Source: an optimization exercise on an open RTL-to-GDS flow (aim: small area). Production flows keep margins and buffers that such runs may drop. The RTL was checked by simulation tests, not by an equivalence proof against the original design.

==> inputs of v17 <==
==> flow/design.v <==
module smem_replay_controller #(
  parameter int unsigned NUM_LANES = 8,
  parameter int unsigned NUM_BANKS = 8,
  parameter int unsigned ADDR_W    = 12,
  parameter int unsigned DATA_W    = 32
) (
  input  logic                                               clk,
  input  logic                                               rst_n,
  input  logic                                               req_valid,
  output logic                                               req_ready,
  input  logic                                               req_we,
  input  logic [NUM_LANES-1:0]                               req_lane_mask,
  input  logic [NUM_LANES*ADDR_W-1:0]                        req_addr,
  input  logic [NUM_LANES*DATA_W-1:0]                        req_wdata,
  output logic [NUM_LANES*$clog2(NUM_BANKS)-1:0]             arb_bank,
  output logic [NUM_LANES-1:0]                               arb_pending,
  input  logic [NUM_LANES-1:0]                               arb_grant,
  output logic [NUM_BANKS-1:0]                               bank_en,
  output logic                                               bank_we,
  output logic [NUM_BANKS*(ADDR_W-$clog2(NUM_BANKS)-2)-1:0]  bank_row,
  output logic [NUM_BANKS*DATA_W-1:0]                        bank_wdata,
  input  logic [NUM_BANKS*DATA_W-1:0]                        bank_rdata,
  output logic                                               resp_valid,
  input  logic                                               resp_ready,
  output logic [NUM_LANES*DATA_W-1:0]                        resp_rdata,
  output logic [7:0]                                         replay_cnt
);
  localparam int unsigned BANK_W = $clog2(NUM_BANKS);
  localparam int unsigned ROW_W  = ADDR_W - BANK_W - 2;
  localparam int unsigned CNT_W  = 8;
  logic                 busy_q, issue_q, resp_q;
  logic                 we_q;
  logic [NUM_LANES-1:0] pending_q;
  logic [NUM_LANES-1:0] served_q;
  logic [CNT_W-1:0]     cnt_q;
  logic [ADDR_W-1:0]    addr_q  [NUM_LANES];
  logic [DATA_W-1:0]    data_q  [NUM_LANES];
  logic                 accept;
  logic [NUM_LANES-1:0] eff, served, done;
  logic [NUM_BANKS-1:0] dec [NUM_LANES];    
  logic [NUM_BANKS-1:0] hit [NUM_LANES];    
  logic [NUM_BANKS-1:0] win [NUM_LANES];    
  logic                 last;
  assign accept      = !busy_q && req_valid;
  assign req_ready   = !busy_q;
  assign resp_valid  = resp_q;
  assign arb_pending = pending_q;
  assign replay_cnt  = cnt_q;
  always_comb begin
    for (int l = 0; l < NUM_LANES; l++) begin
      arb_bank[l*BANK_W +: BANK_W] = addr_q[l][BANK_W+1:2];
      for (int b = 0; b < NUM_BANKS; b++) dec[l][b] = (addr_q[l][BANK_W+1:2] == BANK_W'(b));
    end
  end
  assign eff = arb_grant & pending_q & {NUM_LANES{issue_q}};
  always_comb begin
    logic [NUM_BANKS-1:0] taken;
    taken = '0;
    for (int l = 0; l < NUM_LANES; l++) begin
      hit[l]    = dec[l] & {NUM_BANKS{eff[l]}};
      win[l]    = hit[l] & ~taken;
      taken     = taken | hit[l];
      served[l] = |win[l];
    end
    bank_en = taken;
  end
  assign bank_we = we_q;
  logic                 ld;
  logic [NUM_LANES-1:0] cap;
  logic [DATA_W-1:0]    x    [NUM_BANKS];
  logic [NUM_BANKS-1:0] sel  [NUM_LANES];
  logic [DATA_W-1:0]    tree [NUM_LANES];
  assign ld = !we_q;
  always_comb begin
    for (int l = 0; l < NUM_LANES; l++) cap[l] = served_q[l] && busy_q && !resp_q;
    for (int j = 0; j < NUM_BANKS; j++) x[j] = ld ? bank_rdata[j*DATA_W +: DATA_W] : data_q[j];
    for (int k = 0; k < NUM_LANES; k++) begin
      tree[k] = '0;
      for (int j = 0; j < NUM_BANKS; j++) begin
        sel[k][j] = ld ? (cap[k] && dec[k][j]) : win[j][k];
        tree[k]   = tree[k] | (x[j] & {DATA_W{sel[k][j]}});
      end
    end
  end
  always_comb begin
    bank_row = '0;
    for (int b = 0; b < NUM_BANKS; b++) begin
      bank_wdata[b*DATA_W +: DATA_W] = tree[b];
      for (int l = 0; l < NUM_LANES; l++)
        bank_row[b*ROW_W +: ROW_W] = bank_row[b*ROW_W +: ROW_W]
                                     | (addr_q[l][ADDR_W-1:BANK_W+2] & {ROW_W{win[l][b]}});
    end
  end
  always_comb begin
    done = served;
    for (int j = 0; j < NUM_LANES; j++) begin
      for (int i = 0; i < NUM_LANES; i++) begin
        if (i != j && !we_q && pending_q[j] && served[i] && addr_q[i] == addr_q[j]) done[j] = 1'b1;
      end
    end
  end
  assign last = (pending_q & ~done) == '0;
  always_ff @(posedge clk or negedge rst_n) begin
    if (!rst_n) begin
      busy_q    <= 1'b0;
      issue_q   <= 1'b0;
      resp_q    <= 1'b0;
      pending_q <= '0;
    end else begin
      if (accept) begin
        busy_q    <= 1'b1;
        issue_q   <= (req_lane_mask != '0);
        resp_q    <= (req_lane_mask == '0);
        pending_q <= req_lane_mask;
      end else if (issue_q) begin
        pending_q <= pending_q & ~done;
        if (last) begin
          issue_q <= 1'b0;
          resp_q  <= we_q;
        end
      end else if (resp_q) begin
        if (resp_ready) begin
          resp_q <= 1'b0;
          busy_q <= 1'b0;
        end
      end else if (busy_q) begin
        resp_q <= 1'b1;    
      end
    end
  end
  always_ff @(posedge clk) begin
    served_q <= done;
    if (accept) begin
      we_q  <= req_we;
      cnt_q <= '0;
    end else if (issue_q && cnt_q != '1) begin
      cnt_q <= cnt_q + CNT_W'(1);
    end
    for (int l = 0; l < NUM_LANES; l++) begin
      logic hold;
      if (accept) addr_q[l] <= req_addr[l*ADDR_W +: ADDR_W];
      hold = !accept && !(served[l] && we_q);
      data_q[l] <= (req_wdata[l*DATA_W +: DATA_W] & {DATA_W{accept && req_we && req_lane_mask[l]}})
                 | (data_q[l] & {DATA_W{hold}})
                 | (tree[l] & {DATA_W{ld}});
    end
  end
  always_comb begin
    for (int l = 0; l < NUM_LANES; l++) resp_rdata[l*DATA_W +: DATA_W] = data_q[l];
  end
endmodule
==> flow/flow/run.sh <==
#!/bin/bash
# The standard layout with these changes:
# - synthesis maps logic with an area-oriented ABC script (flow/my_synth.tcl, flow/area.abc);
# - every port is buffered with the smallest plain buffer (buf_1);
# - the clock tree is built from clkbuf_4/clkbuf_8 without dummy loads;
# - global placement is not timing driven (timing is loose at this period).
set -euo pipefail
HERE=$(pwd)
export BUFFER_PORTS_ARGS="-buffer_cell sky130_fd_sc_hd__buf_1"
export MY_ABC_SCRIPT=$HERE/flow/area.abc
export CTS_ARGS="-sink_clustering_enable -repair_clock_nets -dont_use_dummy_load -buf_list {sky130_fd_sc_hd__clkbuf_4 sky130_fd_sc_hd__clkbuf_8}"
sed "s#SYNTH_SCRIPT=[^ ]*#SYNTH_SCRIPT=$HERE/flow/my_synth.tcl#" standard.sh > my_standard.sh
bash my_standard.sh synth > synth.log 2>&1
bash standard.sh > standard.log 2>&1
==> flow/flow/area.abc <==
&get -n
&st
&syn2
&synch2
&dch -f
&nf -a -R 1000
&put
==> flow/flow/my_synth.tcl <==
# The standard synthesis script, with ABC's technology mapping run from an area-oriented
# script (flow/area.abc) instead of ORFS's speed script. Registers are mapped before ABC runs,
# so they are the same as the standard synthesis's.
proc synth {args} { yosys synth -nofsm -noshare {*}$args }
proc abc {args} {
  set i [lsearch -exact $args -script]
  if { $i >= 0 } { set args [lreplace $args [expr {$i + 1}] [expr {$i + 1}] $::env(MY_ABC_SCRIPT)] }
  yosys abc {*}$args
}
source $::env(SCRIPTS_DIR)/synth.tcl
# left out here: clear keep_hierarchy, flatten, clean up, hide names made inside functions, write 1_2_yosys.v
==> flow/standard.sh <==
#!/bin/bash
# synth_recipe.tcl (not shown) runs the flow's synth.tcl, then flattens the netlist and writes it again
# the make line also repeats each setting of config.mk as NAME=value (left out here)
make -C /OpenROAD-flow-scripts/flow DESIGN_CONFIG=/design/flow/config.mk WORK_HOME=/design/flow/orfs CLKGATE_MAP_FILE= SYNTH_SCRIPT=/design/flow/synth_recipe.tcl "${@:-finish}"
==> flow/config.mk <==
export PLATFORM = sky130hd
export DESIGN_NAME = smem_replay_controller
export DESIGN_NICKNAME = smem_replay_controller
export VERILOG_FILES = /design/flow/design.v
export SDC_FILE = /design/flow/constraint.sdc
export NUM_CORES = 4
export LEC_CHECK = 0
export CAP_MARGIN = 0
export CORE_MARGIN = 2
export CORE_UTILIZATION = 45
export GPL_TIMING_DRIVEN = 0
export PLACE_DENSITY = 0.6
export SLEW_MARGIN = 0
==> flow/constraint.sdc <==
create_clock -name core_clock -period 20.0 [get_ports {clk}]
set_input_delay 4.0000 -clock core_clock [delete_from_list [all_inputs] [get_ports {clk}]]
set_output_delay 4.0000 -clock core_clock [all_outputs]
set_load 0.01 [all_outputs]
==> v30 (differences from v17) <==
==> flow/flow/run.sh (replaced) <==
#!/bin/bash
set -euo pipefail
export BUFFER_PORTS_ARGS="-buffer_cell sky130_fd_sc_hd__buf_1"
bash standard.sh > standard.log 2>&1
Settings changed: CAP_MARGIN 0 to 20, CORE_UTILIZATION 45 to 25, GPL_TIMING_DRIVEN 0 to unset, PLACE_DENSITY 0.6 to 0.35, SLEW_MARGIN 0 to 20.
removed: flow/flow/area.abc
removed: flow/flow/my_synth.tcl
==> comparison table <==
Fraction of the mapped netlist area in adder cells: v17 0.000378; v30 0.000340
Post-synthesis share of cell area spent on and, or, nand and nor gates: v17 0.156; v30 0.147
Run status: v17 aborted with a tool error; v30 finished clean
Failing step: v17 3_2_place_iop; v30 -
Synth Net Count: v17 4,392; v30 5,162
Die extent in y: v17 275 um; v30 388 um
Mean Syn Cell Area: v17 8.80 sq um; v30 8.13 sq um
Total number of placement rows: v17 99; v30 140
Post-synthesis compound-gate area fraction: v17 0.404; v30 0.390
Number of instances in the synthesized netlist: v17 3,762; v30 4,532
Area of the mapped netlist: v17 33,100 sq um; v30 36,800 sq um
Most numerous cell in the Yosys netlist: v17 sky130_fd_sc_hd__a222oi_1; v30 sky130_fd_sc_hd__o221ai_1
Initial standard-cell utilization of the core: v17 0.454; v30 0.252
Xor/xnor share of the synthesized area: v17 0.0899; v30 0.0811

[what the ideal ports hide]
No port has a modelled driver above. Below, the same layout with a new extraction and two added sets of constraints.
Step 1 (the two cells are an assumption about what drives the block):
set clk [get_ports {clk}]
set_driving_cell -lib_cell sky130_fd_sc_hd__clkbuf_16 $clk
set_driving_cell -lib_cell sky130_fd_sc_hd__buf_2 [delete_from_list [all_inputs] $clk]
Step 2 moves the port delays by t, midway between the first and last clock arrival at a register: inputs arrive t later, outputs are due t later. That takes back most of the time a late clock gives input paths.
Slacks: no drivers / after step 1 / after step 2; pairs: no drivers / after step 1.
run: v30
shift t [ns]: 0.770
setup slack, ns: 7.183 / 7.145 / 7.145
worst setup path at the end: input to output
worst slew at a driven data input, ns: 0.26
pins driven straight from the clock port: 1
After both steps v30 still meets setup and hold. The setup slack of v30 moves by -0.038 ns with the drivers and by -0.038 ns with both steps.
